Context: an optimization exercise on an open-source flow, tuned for small area. The choices shown serve that exercise and are no tape-out recipe.
Function was checked by simulation only, so behaviour that the tests miss may differ from the original.
Power figures rest on the tool's default switching activity, not on a simulated workload. The clock port is modelled as an ideal driver; clocking choices that lean on that would not hold on a real chip.

run 1:
Design udp_tx_top, start of the top module:
module udp_tx_top
#(
    parameter [47:0] BOARD_MAC  = 48'h00_0a_35_01_fe_c0,
    parameter [31:0] BOARD_IP   = 32'hc0_a8_00_0a,
    parameter [15:0] BOARD_PORT = 16'd1234,
    parameter [47:0] PC_MAC     = 48'hff_ff_ff_ff_ff_ff,
    parameter [31:0] PC_IP      = 32'hc0_a8_00_64,
    parameter [15:0] PC_PORT    = 16'd1234,
    parameter        FIFO_DEPTH = 32
)
(
    input  wire         clk,
    input  wire         rst_n,
    input  wire         send_en,
    input  wire [15:0]  send_data_num,
    input  wire         wr_en,
    input  wire [31:0]  wr_data,
    output wire         fifo_full,
    output wire         send_end,
    output wire         eth_tx_en,
    output wire [3:0]   eth_tx_data
);
clock: 6.5 ns
lec_check: 0
cap_margin: 20
core_margin: 2
core_utilization: 50
cts_cluster_diameter: 80
cts_cluster_size: 30
place_density: 0.65
slew_margin: 20
run.sh (not shown) runs the stock make flow with config.mk's settings and CLKGATE_MAP_FILE= SYNTH_SCRIPT=/design/flow/synth_recipe.tcl, a recipe that flattens the netlist after the stock synthesis.
[run 1] flow finished | final checks: failed | reasons: antenna rules
The inputs of run 2 differ from those of run 1 as listed below.
--- a/flow/config.mk
+++ b/flow/config.mk
@@ -10,2 +10,2 @@
-export CORE_UTILIZATION = 50
-export CTS_CLUSTER_DIAMETER = 80
+export CORE_UTILIZATION = 70
+export CTS_CLUSTER_DIAMETER = 50
@@ -13 +13 @@
-export PLACE_DENSITY = 0.65
+export PLACE_DENSITY = 0.8
Run 2: all stages complete, timing, DRC and antenna checks passed. Final core utilization, run 1 and run 2: larger value in run 2. Run 2 against run 1: global-route usage grew by 10 points; number of clock-tree buffers in the layout grew by 9; fmax grew by about 3%. Run 1 vs run 2, critical path capture point: u_mii_tx.u_crc.crc[20] vs u_mii_tx.u_crc.crc[8].
## Diff of input files: run 3 against run 2
--- a/flow/config.mk
+++ b/flow/config.mk
@@ -10,4 +10,4 @@
-export CORE_UTILIZATION = 70
-export CTS_CLUSTER_DIAMETER = 50
-export CTS_CLUSTER_SIZE = 30
-export PLACE_DENSITY = 0.8
+export CORE_UTILIZATION = 60
+export CTS_CLUSTER_DIAMETER = 90
+export CTS_CLUSTER_SIZE = 32
+export PLACE_DENSITY = 0.7
Results
Run 3: all stages complete, timing, DRC and antenna checks passed
Run 2 finished every step from synthesis to the final layout, and the layout passed the timing, design-rule and antenna checks.
Startpoint of the worst setup timing path: u_mii_tx.k[1] -> run 2, u_mii_tx.k[6] -> run 3
Diff run 2 -> run 3: power spent charging and discharging nets lost about 18%, synthesized cell area neither gained nor lost much, share of the final layout cell area in sequential cells picked up an extra 2.1 points.

== 09-01 ==
udp_tx_top, a different RTL version from the one above (not shown whole).
For scale: ~1,600 cells after synthesis, about 59 I/O pins, roughly 36,000 um^2 of cells after synthesis.
Settings: LEC_CHECK=0, CAP_MARGIN=20, CORE_MARGIN=2, CORE_UTILIZATION=60, CTS_CLUSTER_DIAMETER=90, CTS_CLUSTER_SIZE=32, PLACE_DENSITY=0.7, SLEW_MARGIN=20; clock period 6.5 ns.
standard.sh (not shown) runs the stock make flow with config.mk's settings and CLKGATE_MAP_FILE= SYNTH_SCRIPT=/design/flow/synth_recipe.tcl, a recipe that flattens the netlist after the stock synthesis.
==> flow/flow/run.sh <==
#!/bin/bash
# Layout: the standard flow (standard.sh), with
#  - the standard synthesis, then its combinational logic mapped again for
#    area (flow/remap.ys, flow/remap.abc); the flip-flops are untouched;
#  - port buffers of the smallest buffer cell instead of the flow's pick;
#  - clock tree synthesis with the sink clustering of config.mk and no dummy
#    loads.
# Each tool's full output goes to a log in this folder: make_synth.log,
# remap_yosys.log, make_flow.log (ORFS also keeps each step's log under
# orfs/logs).
set -euo pipefail
cd "$(dirname "$0")/.."
WORK=$(pwd)
RES=$WORK/orfs/results/${FLOW_PLATFORM:-sky130hd}/udp_tx_top/base
export BUFFER_PORTS_ARGS="-buffer_cell sky130_fd_sc_hd__buf_1"
export CTS_ARGS="-sink_clustering_enable -repair_clock_nets -sink_clustering_size 34 -sink_clustering_max_diameter 100  -dont_use_dummy_load"

bash standard.sh synth > make_synth.log 2>&1

YOSYS=$(command -v yosys || true)
[[ -n "$YOSYS" ]] || YOSYS=$FLOW_HOME/../tools/install/yosys/bin/yosys
mkdir -p remap
cp "$RES/1_2_yosys.v" remap/std.v
cp flow/remap.ys flow/remap.abc remap/
ln -sf "$FLOW_HOME/platforms/sky130hd/lib/sky130_fd_sc_hd__tt_025C_1v80.lib" remap/lib.lib
(cd remap && "$YOSYS" -s remap.ys) > remap_yosys.log 2>&1
cp remap/remapped.v "$RES/1_2_yosys.v"
rm -f "$RES/1_synth.odb" "$RES/1_synth.sdc"

bash standard.sh > make_flow.log 2>&1
==> flow/flow/remap.abc <==
&get -n
&st
&syn2
&dch -f
&nf -R 1000
&put
Other scripts of this flow, unchanged in this note and not shown: flow/flow/remap.ys
Looking at the reports, 09-01 completed the entire flow and the layout it produced met the timing, design-rule and antenna checks.
Changes in 06-04 relative to 09-01:
-- flow/flow/run.sh --
<<< 09-01, line 15
export BUFFER_PORTS_ARGS="-buffer_cell sky130_fd_sc_hd__buf_1"
export CTS_ARGS="-sink_clustering_enable -repair_clock_nets -sink_clustering_size 34 -sink_clustering_max_diameter 100  -dont_use_dummy_load"

>>> 06-04, line 15
export BUFFER_PORTS_ARGS="-buffer_cell sky130_fd_sc_hd__buf_1"
export CTS_ARGS="-sink_clustering_enable -repair_clock_nets -sink_clustering_size 32 -sink_clustering_max_diameter 90 -dont_use_dummy_load"

==> flow/flow/remap.abc <==
strash
dc2
dch -f
amap
topo
stime -c
buffer -c
upsize -c
dnsize -c
--- outcome ---
Multi-input gate share of total cell area delta (09-01 -> 06-04): insignificant. Looking at routing usage on met2, 06-04 sits 1.9 points above 09-01. In 06-04, total power per unit cell area is lower than in 09-01. The top achievable clock speed in 06-04 sits about 3.6% below the value recorded for 09-01. The estimated power of 06-04 ends up lower than the estimate for 09-01. 09-01 has a higher sequential share of cell area than 06-04. The post-route core utilization of 06-04 exceeds that of 09-01 by 0.45 points. In the flow results for 09-01 and 06-04, the worst slew margin relative to its limit is larger on 06-04. Number of non-clock inverters in the layout: 06-04 vs 09-01 up 65.

==> separate check: timing with driven ports <==
Ports are ideal in the flow. The routed layouts listed here were re-timed in OpenROAD. Step 1 sets driving cells, clkbuf_16 on the clock port and buf_2 on the other inputs (assumed; they add their load-dependent delay and slew). Step 2 times the ports against the registers' clock, not the clock port: input delays grow and output delays shrink by t, the midpoint of the rising clock arrivals with the driver on. a / b / c = ideal ports / drivers / drivers and shift; a / b = the first two.
run | shift t [ns] | setup WS [ns] | worst setup path at the end | latest minus earliest clock arrival (ns)
run 1 | 0.669 | 0.634 / 0.634 / 0.634 | register to register | 0.025 / 0.026
run 2 | 0.710 | 0.797 / 0.797 / 0.797 | register to register | 0.040 / 0.040
run 3 | 0.659 | 0.885 / 0.885 / 0.885 | register to register | 0.029 / 0.029
09-01 | 0.628 | 0.717 / 0.717 / 0.717 | register to register | 0.054 / 0.054
06-04 | 0.629 | 0.501 / 0.501 / 0.501 | register to register | 0.088 / 0.087
